Source: an optimization exercise on an open RTL-to-GDS flow (aim: small area). Production flows keep margins and buffers that such runs may drop. RTL that was checked went through simulation tests only; none was proved equivalent to the original. Function not checked in run 2: the RTL went through the layout flow alone. Power figures rest on the tool's default switching activity, not on a simulated workload. The clock port is modelled as an ideal driver; clocking choices that lean on that would not hold on a real chip.

===== design/flow/constraint.sdc =====
create_clock -name core_clock -period 4.0 [get_ports {clk}]
set_input_delay 0.8000 -clock core_clock [delete_from_list [all_inputs] [get_ports {clk}]]
set_output_delay 0.8000 -clock core_clock [all_outputs]
set_load 0.01 [all_outputs]

===== design/flow/run.sh =====
#!/bin/bash
# synth_recipe.tcl (not shown) runs the flow's synth.tcl, then flattens the netlist and writes it again
# the make line also repeats each setting of config.mk as NAME=value (left out here)
make -C /OpenROAD-flow-scripts/flow DESIGN_CONFIG=/design/flow/config.mk WORK_HOME=/design/flow/orfs CLKGATE_MAP_FILE= SYNTH_SCRIPT=/design/flow/synth_recipe.tcl finish

===== design/flow/config.mk =====
export PLATFORM = sky130hd
export DESIGN_NAME = double_ended_queue
export DESIGN_NICKNAME = double_ended_queue
export VERILOG_FILES = /design/flow/design.v
export SDC_FILE = /design/flow/constraint.sdc
export NUM_CORES = 4
export LEC_CHECK = 0
export CAP_MARGIN = 20
export CORE_MARGIN = 2
export CORE_UTILIZATION = 40
export SLEW_MARGIN = 20

===== design/flow/design.v =====
`timescale 1ns / 1ps
package deq_pkg;
    localparam int DEPTH   = 32;
    localparam int IDX_W   = $clog2(DEPTH);
    localparam int DATA_W  = 32;
    localparam int REQ_W   = 3;
    localparam int STAT_W  = 2;
    localparam logic [REQ_W-1:0] REQ_PUSH_FRONT = 3'd0;
    localparam logic [REQ_W-1:0] REQ_PUSH_BACK  = 3'd1;
    localparam logic [REQ_W-1:0] REQ_POP_FRONT  = 3'd2;
    localparam logic [REQ_W-1:0] REQ_POP_BACK   = 3'd3;
    localparam logic [REQ_W-1:0] REQ_READ_ALL   = 3'd4;
endpackage
`timescale 1ns / 1ps
module deq_ram #(
    parameter int DATA_W = 32,
    parameter int WORDS  = 32,
    parameter int ADDR_W = $clog2(WORDS)
) (
    input  logic              clk,
    input  logic              we,
    input  logic [ADDR_W-1:0] waddr,
    input  logic [DATA_W-1:0] wdata,
    input  logic              re,
    input  logic [ADDR_W-1:0] raddr,
    input  logic              xsel,
    input  logic [DATA_W-1:0] xdata,
    output logic [DATA_W-1:0] rdata
);
    logic [DATA_W-1:0] mem [WORDS];
    logic [WORDS-1:0]  wsel;
    logic [WORDS-1:0]  rsel;
    always_comb
    begin
        for (int k = 0; k < WORDS; k++)
        begin
            wsel[k] = we && (waddr == ADDR_W'(k));
            rsel[k] = re && (raddr == ADDR_W'(k));
        end
    end
    for (genvar k = 0; k < WORDS; k++)
    begin : g_word
        always_ff @(posedge clk)
        begin
            if (wsel[k])
            begin
                mem[k] <= wdata;
            end
        end
    end
    always_comb
    begin
        rdata = {DATA_W{xsel}} & xdata;
        for (int k = 0; k < WORDS; k++)
        begin
            rdata = rdata | ({DATA_W{rsel[k]}} & mem[k]);
        end
    end
endmodule
`timescale 1ns / 1ps
module double_ended_queue (
    input  logic                                 clk,
    input  logic                                 rst_n,
    input  logic                                 start,
    output logic                                 busy,
    input  logic        [deq_pkg::REQ_W-1:0]     req_type,
    input  logic signed [deq_pkg::DATA_W-1:0]    push_value,
    output logic                                 done,
    output logic signed [deq_pkg::DATA_W-1:0]    out_value,
    output logic        [deq_pkg::STAT_W-1:0]    status,
    output logic                                 is_last
);
    localparam int IW = deq_pkg::IDX_W;
    logic          busy_reg, busy_next;
    logic          done_reg, done_next;
    logic          nonempty_reg, nonempty_next;
    logic [IW-1:0] front_reg, front_next;
    logic [IW-1:0] back_reg, back_next;
    logic [IW-1:0] raddr_reg, raddr_next;
    logic          res_mem_reg, res_mem_next;
    logic          res_push_reg, res_push_next;
    logic          res_full_reg, res_full_next;
    logic [deq_pkg::DATA_W-1:0] push_reg;
    logic          one;
    logic          full;
    logic          mem_we;
    logic [IW-1:0] mem_waddr;
    logic [deq_pkg::DATA_W-1:0] mem_rdata;
    assign one  = (front_reg == back_reg);
    assign full = nonempty_reg && (back_reg + IW'(1) == front_reg);
    always_comb
    begin
        busy_next     = busy_reg;
        done_next     = 1'b0;
        nonempty_next = nonempty_reg;
        front_next    = front_reg;
        back_next     = back_reg;
        raddr_next    = (req_type == deq_pkg::REQ_POP_BACK) ? back_reg : front_reg;
        res_mem_next  = 1'b0;
        res_push_next = 1'b0;
        res_full_next = full;
        mem_we        = 1'b0;
        mem_waddr     = req_type[0] ? back_reg + IW'(1) : front_reg - IW'(1);
        if (busy_reg)
        begin
            done_next    = 1'b1;
            res_mem_next = 1'b1;
            raddr_next   = raddr_reg + IW'(1);
            busy_next    = (raddr_next != back_reg);
        end
        else if (start)
        begin
            unique case (req_type)
                deq_pkg::REQ_PUSH_FRONT, deq_pkg::REQ_PUSH_BACK:
                begin
                    done_next     = 1'b1;
                    res_push_next = 1'b1;
                    if (!full)
                    begin
                        mem_we        = 1'b1;
                        nonempty_next = 1'b1;
                        if (req_type[0])
                        begin
                            back_next = mem_waddr;
                        end
                        else
                        begin
                            front_next = mem_waddr;
                        end
                    end
                end
                deq_pkg::REQ_POP_FRONT, deq_pkg::REQ_POP_BACK:
                begin
                    done_next = 1'b1;
                    if (nonempty_reg)
                    begin
                        res_mem_next  = 1'b1;
                        nonempty_next = !one;
                        if (req_type[0])
                        begin
                            back_next = back_reg - IW'(1);
                        end
                        else
                        begin
                            front_next = front_reg + IW'(1);
                        end
                    end
                end
                deq_pkg::REQ_READ_ALL:
                begin
                    done_next = 1'b1;
                    if (nonempty_reg)
                    begin
                        res_mem_next = 1'b1;
                        busy_next    = !one;
                    end
                end
                default:
                begin
                end
            endcase
        end
    end
    always_ff @(posedge clk or negedge rst_n)
    begin
        if (!rst_n)
        begin
            busy_reg     <= 1'b0;
            done_reg     <= 1'b0;
            nonempty_reg <= 1'b0;
            front_reg    <= '0;
            back_reg     <= '1;
        end
        else
        begin
            busy_reg     <= busy_next;
            done_reg     <= done_next;
            nonempty_reg <= nonempty_next;
            front_reg    <= front_next;
            back_reg     <= back_next;
        end
    end
    always_ff @(posedge clk)
    begin
        raddr_reg    <= raddr_next;
        res_mem_reg  <= res_mem_next;
        res_push_reg <= res_push_next;
        res_full_reg <= res_full_next;
        push_reg     <= push_value;
    end
    deq_ram #(
        .DATA_W (deq_pkg::DATA_W),
        .WORDS  (deq_pkg::DEPTH)
    ) u_ram (
        .clk   (clk),
        .we    (mem_we),
        .waddr (mem_waddr),
        .wdata (push_value),
        .re    (res_mem_reg),
        .raddr (raddr_reg),
        .xsel  (res_push_reg),
        .xdata (push_reg),
        .rdata (mem_rdata)
    );
    assign busy      = busy_reg;
    assign done      = done_reg;
    assign out_value = $signed(mem_rdata);
    assign status    = {res_push_reg && res_full_reg, !res_mem_reg && !res_push_reg};
    assign is_last   = !busy_reg;
endmodule

==> metrics.cfg, run 1 <==
[timing]
rsz0062_at_grt = true
fmax_mhz = 242
finalWorstSetupSlack_ns = -0.139
setup_viol = 26
min_period_ns = 4.14
slew_viol_final = 0
relSlewSlack_pct = 28.8
final_hold_viol_count = 0
hold_ws_ns = 0.522
worstMarginPinSlew_ns = 1.06
period_share_pct = 103
skew_ns = 0.0269

[synth]
synthTopCellsByCount = edfxtp_1 (1024), a22oi_1 (320), and3_1 (149)
synth_area_um2 = 40000
avgSynthCellArea_um2 = 17.7
synth.distinct_cells = 59
yosys.area.top_type = edfxtp_1
yosysWarnings = 3
synth-edff-count = 1024
synth_ff_type = edfxtp_1
ys_async_sr_fraction_pct = 1.21
yosys.area.top_type_share_pct = 76.8
synth-seq-area-share_pct = 79.6
synthesis.instances = 2263
synth_area_leaders = edfxtp_1 (77%), a22oi_1 (6.0%), and3_1 (2.3%)
synth.most_common_cell = edfxtp_1
ys_seq_elements = 1077
synth_nets = 2311

[global_routing]
antenna_found_initial = 4
track_usage_pct = 27.4
grt_pass1_vias = 24600
grt_max_degree = 34
grt_overflow = 0
grt_pass1_wl_um = 195000

[detailed_routing]
drt_iter0_markers = 4092
drt_first_pass_iters = 7
avgViaCountPerCell = 6.42
final_antenna_net_count = 0
drt_wl_total_um = 143000
wl_per_cell_um = 36.1
vias = 25500
drc = 0

[finish]
largest_reg_flops = 1024
fin_area_um2 = 49700
drive_above_1_share_pct = 28.9
finalNetCount = 2620
fillCellCount = 8016
synthToLayoutAreaGrowth_pct = 24.2

[pwr]
switching_share_pct = 29.2
p_clk_share_pct = 32.3
p_seq_share_pct = 41.8
powerDensity_nw_per_um2 = 619
ir_worst_vdd_v = 0.000408
leakage_nw = 16.7
p_sw_w = 0.00900
p_int_w = 0.0218
share_comb_of_total_power_pct = 25.9

[cts]
cts_inserted_buffers = 106
cts_hold_buf = 0
cts.htree.levels = 3
clkLatencyLatePin_ns = 0.69
clock_sinks = 1077
cts_tree = built
path_clk_slew_ns = 0.06
clk_path_buf_depth = 3
root_buffer = clkbuf_16

[die]
die_w_um = 320
num_rows = 116
ios = 75
die_h_um = 320
die_area_um2 = 103000
start_util_pct = 40.1
coreArea_um2 = 99700

[critical_path]
reg2reg_depth = 7
end_kind = primary output
required_ns = 3.20
arrival_ns = 3.34
worstReg2RegStart = back_reg[0]
cp_max_fo = 7
r2r_end = u_ram.mem[1][16]
path_class = reg2out
r2r_slack_ns = 0.32
cp-start-kind = flop

[min_path]
hp-class = in2async

[placement]
place_ws_ns = -0.334
place.gp.congestion = 0.876
hpwlAfterDp_um = 77400
portBuffers = 74
placed_area_um2 = 44400

[job]
maxCapViolCount = 0

[status]
violations = setup timing
status = failed layout checks

[through the flow]
step           power [W]  TNS (ns)  std cells  util, %
6_report          0.0308     -1.51       3965     49.9
3_5_place_dp      0.0197     -2.05       3703     44.5
3_3_place_gp      0.0197     -1.87       3703     44.5
4_1_cts           0.0304    -0.818       3948     49.4
2_1_floorplan     0.0159         0       2263        -
5_1_grt           0.0316     -3.27       3963     49.8
[power by group through the flow]
stage | combinational [W] | sequential [W] | clock (W)
floorplan | 0.00297 | 0.0129 | 0
global placement | 0.00658 | 0.0131 | 0
detailed placement | 0.00659 | 0.0131 | 0
CTS | 0.00756 | 0.0129 | 0.00999
global route | 0.00823 | 0.0129 | 0.0104
finish | 0.00797 | 0.0129 | 0.00993
[layout make-up]
type / count / area (um^2) / share of cell area (%)
sequential: 1077 / 31900 / 64.2
multi-input combinational: 1024 / 8770 / 17.6
timing repair buffer: 352 / 3890 / 7.84
clock buffer: 147 / 2970 / 5.98
tap: 1298 / 1620 / 3.27
clock inverter: 52 / 502 / 1.01
inverter: 11 / 41.3 / 0.0831
antenna: 4 / 10.0 / 0.0201
[cells by family after synthesis]
group                      synth area share, %
AOI/OAI and AO/OA                         10.5
and+or+nand+nor                           6.83
xor gates and xnor gates                 0.481
muxes                                    0.291
adders and majority gates                0.313
DFF                                       79.6
buffers and inverters                     2.00
[worst max-delay path, cell delays in order (launching register included)]
cell	delay, ns
dfxtp_4	0.37
ha_4	0.16
and3_4	0.16
ha_4	0.15
and2_4	0.18
buf_4	0.17
clkbuf_16	0.18
a222oi_1	0.42
nand4_1	0.18
or4_4	0.54
buf_6	0.14
[what timing repair did]
action,4_1_cts,5_1_grt
endpoints found under the setup margin,32,32
cloned,10,3
setup buffers,38,11
pin swaps,107,70
resized for setup,398,75
[layer usage]
layer | share of wire [%] | track usage, % | wire [um]
met3 | 12 | 5.24 | 17200
met2 | 47 | 43.8 | 66700
met4 | 4.5 | 10.6 | 6510
met1 | 37 | 37.1 | 52800
met5 | 0 | 0 | 0
[worst max path at each step]
| stage | from | endpoint | slack (ns) | depth (start not counted) |
|---|---|---|---|---|
| finish | raddr_reg[0] | out_value[27] | -0.14 | 10 |
| global route | raddr_reg[1] | out_value[10] | -0.21 | 10 |
| CTS | raddr_reg[1] | out_value[20] | -0.11 | 10 |
| detailed placement | raddr_reg[0] | out_value[7] | -0.33 | 8 |
| global placement | raddr_reg[0] | out_value[7] | -0.31 | 8 |
| floorplan | back_reg[0] | u_ram.mem[12][0] | 0.29 | 8 |
[cells in the final DEF (no fill, tap or decap), types with 12 or more instances in the layout]
master,count
buf_12,72
and2_4,26
nor2_4,37
buf_6,43
a2111oi_4,31
clkbuf_16,112
xnor2_1,12
nand2_1,32
or4_4,30
a2111oi_2,14
clkbuf_1,28
and3_4,21
a222oi_1,56
a21boi_2,28
a22oi_2,34
nand3_1,77
buf_2,30
buf_4,177
dfxtp_1,34
and3_1,135
clkinv_2,26
a21oi_1,13
clkdlybuf4s50_1,17
nand4_1,55
edfxtp_1,1024
a22oi_1,286
==> run 2: changes to the inputs <==
--- a/design/flow/design.v
+++ b/design/flow/design.v
@@ -77,6 +77,7 @@
     logic [IW-1:0] front_reg, front_next;
     logic [IW-1:0] back_reg, back_next;
     logic [IW-1:0] raddr_reg, raddr_next;
+    logic [IW-1:0] rnext_reg, rnext_next;
     logic          res_mem_reg, res_mem_next;
     logic          res_push_reg, res_push_next;
     logic          res_full_reg, res_full_next;
@@ -95,7 +96,8 @@
         nonempty_next = nonempty_reg;
         front_next    = front_reg;
         back_next     = back_reg;
-        raddr_next    = (req_type == deq_pkg::REQ_POP_BACK) ? back_reg : front_reg;
+        raddr_next    = req_type[0] ? back_reg : front_reg;
+        rnext_next    = front_reg + IW'(1);
         res_mem_next  = 1'b0;
         res_push_next = 1'b0;
         res_full_next = full;
@@ -105,8 +107,9 @@
         begin
             done_next    = 1'b1;
             res_mem_next = 1'b1;
-            raddr_next   = raddr_reg + IW'(1);
-            busy_next    = (raddr_next != back_reg);
+            raddr_next   = rnext_reg;
+            rnext_next   = rnext_reg + IW'(1);
+            busy_next    = (rnext_reg != back_reg);
         end
         else if (start)
         begin
@@ -183,6 +186,7 @@
     always_ff @(posedge clk)
     begin
         raddr_reg    <= raddr_next;
+        rnext_reg    <= rnext_next;
         res_mem_reg  <= res_mem_next;
         res_push_reg <= res_push_next;
         res_full_reg <= res_full_next;
==> design/flow/flow/run.sh (new file) <==
#!/bin/bash
# Standard layout with buf_4 port buffers and a clock tree of larger sink
# clusters without dummy loads.
export BUFFER_PORTS_ARGS="-buffer_cell sky130_fd_sc_hd__buf_4"
export CTS_ARGS="-sink_clustering_enable -repair_clock_nets -dont_use_dummy_load -buf_list {sky130_fd_sc_hd__clkbuf_8 sky130_fd_sc_hd__clkbuf_16} -root_buf sky130_fd_sc_hd__clkbuf_16 -sink_clustering_size 30 -sink_clustering_max_diameter 100"
bash standard.sh > flow.log 2>&1
==> design/flow/standard.sh (new file) <==
#!/bin/bash
# synth_recipe.tcl (not shown) runs the flow's synth.tcl, then flattens the netlist and writes it again
# the make line also repeats each setting of config.mk as NAME=value (left out here)
make -C /OpenROAD-flow-scripts/flow DESIGN_CONFIG=/design/flow/config.mk WORK_HOME=/design/flow/orfs CLKGATE_MAP_FILE= SYNTH_SCRIPT=/design/flow/synth_recipe.tcl "${@:-finish}"
--- a/design/flow/config.mk
+++ b/design/flow/config.mk
@@ -7,5 +7,7 @@
 export LEC_CHECK = 0
 export CAP_MARGIN = 20
 export CORE_MARGIN = 2
-export CORE_UTILIZATION = 40
+export CORE_UTILIZATION = 60
+export GPL_TIMING_DRIVEN = 0
+export SETUP_SLACK_MARGIN = 0.15
 export SLEW_MARGIN = 20
removed: design/flow/run.sh
==> run 2 against run 1 <==
- still fails the layout checks on setup timing
- synthesized cell count increased by 6.8%
- critical endpoint is now out_value[7]
- first-iteration DRC count increased by 58%
- design area rose by 2.5%
- routed wire length increased by 20%
- die area decreased by 32%
- global-route usage increased by 21 points
- sequential power is essentially flat
==> metrics.cfg, run 2 <==
[synth]
synth_area_um2 = 40900
synthTopCellsByCount = edfxtp_1 (1024), a22oi_1 (303), and3_1 (182)
synth_ff_type = edfxtp_1
avgSynthCellArea_um2 = 16.9
synth.distinct_cells = 66
synthesis.instances = 2416
ys_async_sr_fraction_pct = 1.20
synth_nets = 2459
yosysWarnings = 3
synth.most_common_cell = edfxtp_1
synth-edff-count = 1024
yosys.area.top_type = edfxtp_1
yosys.area.top_type_share_pct = 75.3
synth_area_leaders = edfxtp_1 (75%), a22oi_1 (5.6%), and3_1 (2.8%)
synth-seq-area-share_pct = 78.3
ys_seq_elements = 1082

[global_routing]
busiest_layer = met2
grtUsageMet1_pct = 63.1
grt_max_degree = 34
met3_usage_pct = 19.4
grt_pass1_vias = 26800
grt_overflow = 0
grt_pass1_wl_um = 226000
track_usage_pct = 48.6
grtUsageMet2_pct = 68.7
antenna_found_initial = 13

[min_path]
hp-class = in2async

[timing]
fmax_mhz = 222
setup_viol = 30
setup_tns_ns = -6.14
worstMarginPinSlew_ns = 0.969
final_hold_viol_count = 0
hold_ws_ns = 0.0224
min_period_ns = 4.51
rsz0062_at_grt = true
finalWorstSetupSlack_ns = -0.510
skew_ns = 0.0493
period_share_pct = 113
relSlewSlack_pct = 33.5
slew_viol_final = 0

[critical_path]
path_class = reg2out
cp-start-kind = flop
critPathSlowestCell = a222oi_1
required_ns = 3.20
arrival_ns = 3.71
end_kind = primary output
cp_max_fo = 10
cp_cell_sequence = nor2b_1 > buf_2 > buf_8 > clkbuf_8 > a222oi_1 > nand3_1 > or4_4 > buf_6
r2r_slack_ns = 0.23
slowest_delay_ns = 0.80

[die]
die_area_um2 = 70200
coreArea_um2 = 67300
die_h_um = 265
die_w_um = 265
num_rows = 95
start_util_pct = 60.7
ios = 75

[detailed_routing]
drc = 0
final_antenna_net_count = 0
drt_wl_total_um = 172000
avgViaCountPerCell = 7.87
wl_per_cell_um = 46.5
drt_first_pass_iters = 6
vias = 29200
drt_iter0_markers = 6463

[cts]
cts_inserted_buffers = 42
cts.htree.levels = 2
cts_tree = built
root_buffer = clkbuf_16
path_clk_slew_ns = 0.10
clock_sinks = 1082
clk_path_buf_depth = 3
clkLatencyLatePin_ns = 0.67
cts_hold_buf = 0

[finish]
largest_reg_flops = 1024
drive_above_1_share_pct = 29.9
finalNetCount = 2868
synthToLayoutAreaGrowth_pct = 24.8
mostFrequentLayoutCell = edfxtp_1
final_cell_mix = edfxtp_1 (1024), a22oi_1 (232), buf_4 (187)

[pwr]
powerDensity_nw_per_um2 = 542
ir_worst_vdd_v = 0.000518
leakage_nw = 17.4

[status]
status = failed layout checks
violations = setup timing

[placement]
place.gp.congestion = 0.950
hpwlAfterDp_um = 106000
portBuffers = 73

[job]
maxCapViolCount = 0

==> run 2: cell type report <==
| class | count | area (um^2) |
|---|---|---|
| Antenna cell | 10 | 25.0 |
| Buffer | 166 | 2200 |
| Clock buffer | 42 | 1050 |
| Fill cell | 3888 | 16300 |
| Inverter | 13 | 48.8 |
| Multi-Input combinational cell | 1154 | 9660 |
| Sequential cell | 1082 | 32000 |
| Tap cell | 873 | 1090 |
| Timing Repair Buffer | 366 | 4890 |
==> run 2: what timing repair did <==
item	in CTS	in global routing
endpoints found under the setup margin	1056	113
pin swaps	132	60
cloned	8	1
gates resized for setup	601	100
setup buffers	162	39
==> run 2: through the flow <==
step,power (W),instance area (um^2),cells,worst slack [ns],utilization (%)
5_1_grt,0.0279,50900,3697,-0.390,75.7
3_3_place_gp,0.0193,42500,3362,-3.39,63.2
2_1_floorplan,0.0161,40900,2416,0.0820,-
3_5_place_dp,0.0198,44800,3445,-0.637,66.6
4_1_cts,0.0265,50100,3656,-0.329,74.5
6_report,0.0276,51000,3706,-0.510,75.8
==> run 2: cells by family (layout without fill, tap and decap cells) <==
logic type      Yosys count  count (layout)  synth area share (%)
flops                  1082            1082                  78.3
simple gates            626             626                  8.72
compound gates          450             450                  8.90
buf+inv                 180             587                  2.20
mux                      45              45                  1.15
xor+xnor                 28              28                 0.600
fa+ha+maj                 5               5                 0.153
other cells               0              10                     0
==> run 2: power by group <==
group,internal [W],switching (W)
Sequential,0.0127,0.000204
Combinational,0.00381,0.00572
Clock,0.00191,0.00333
==> run 2: metal layers <==
layer	wire length (um)	up-vias
met1	55300	14500
met4	15000	14
met3	30300	804
li1	-	10600
met5	180	-
met2	71600	3188
==> run 2: worst paths after layout <==
path                                     start               end  depth (start not counted)
worst min-delay path                     rst_n      front_reg[2]                          1
worst min register to register    rnext_reg[1]      raddr_reg[1]                          2
worst max register to register     back_reg[1]  u_ram.mem[9][15]                         12
worst max-delay path              raddr_reg[4]      out_value[7]                          8
min in group core_clock         push_value[26]      push_reg[26]                          1
max in group asynchronous                rst_n       back_reg[1]                          1
==> run 2: critical path: cells and delay by family, from the launching register on <==
kind / cells / cell delay, ns
AO/OA/AOI/OAI: 1 / 0.80
flip-flops: 1 / 0.41
buffers and inverters: 4 / 0.77
AND/OR/NAND/NOR: 3 / 1.06

## static timing again, ports no longer ideal
In the flow no input, the clock included, has a driving cell. The finished layouts below were timed again as built, in two steps. Step 1, drivers: a clkbuf_16 drives clk and a buf_2 each remaining input, both assumed. Step 2 adds t to the input delays and takes it off the output delays; t is the mean of the earliest and latest rising clock arrival at the registers after step 1. Input paths then give back, and output paths get back, about the clock's delay inside the block. a / b / c = no drivers / after step 1 / after step 2; a / b = the first two.
run | t, ns | setup slack, ns | hold WS [ns] | latest minus earliest clock arrival (ns) | worst data-port slew with drivers (ns) | pins driven straight from the clock port
run 1 | 0.748 | -0.139 / -0.211 / 0.259 | 0.522 / 0.476 / 0.652 | 0.035 / 0.035 | 0.17 | 1
run 2 | 0.702 | -0.510 / -0.576 / 0.034 | 0.022 / -0.015 / 0.562 | 0.064 / 0.064 | 0.05 | 1
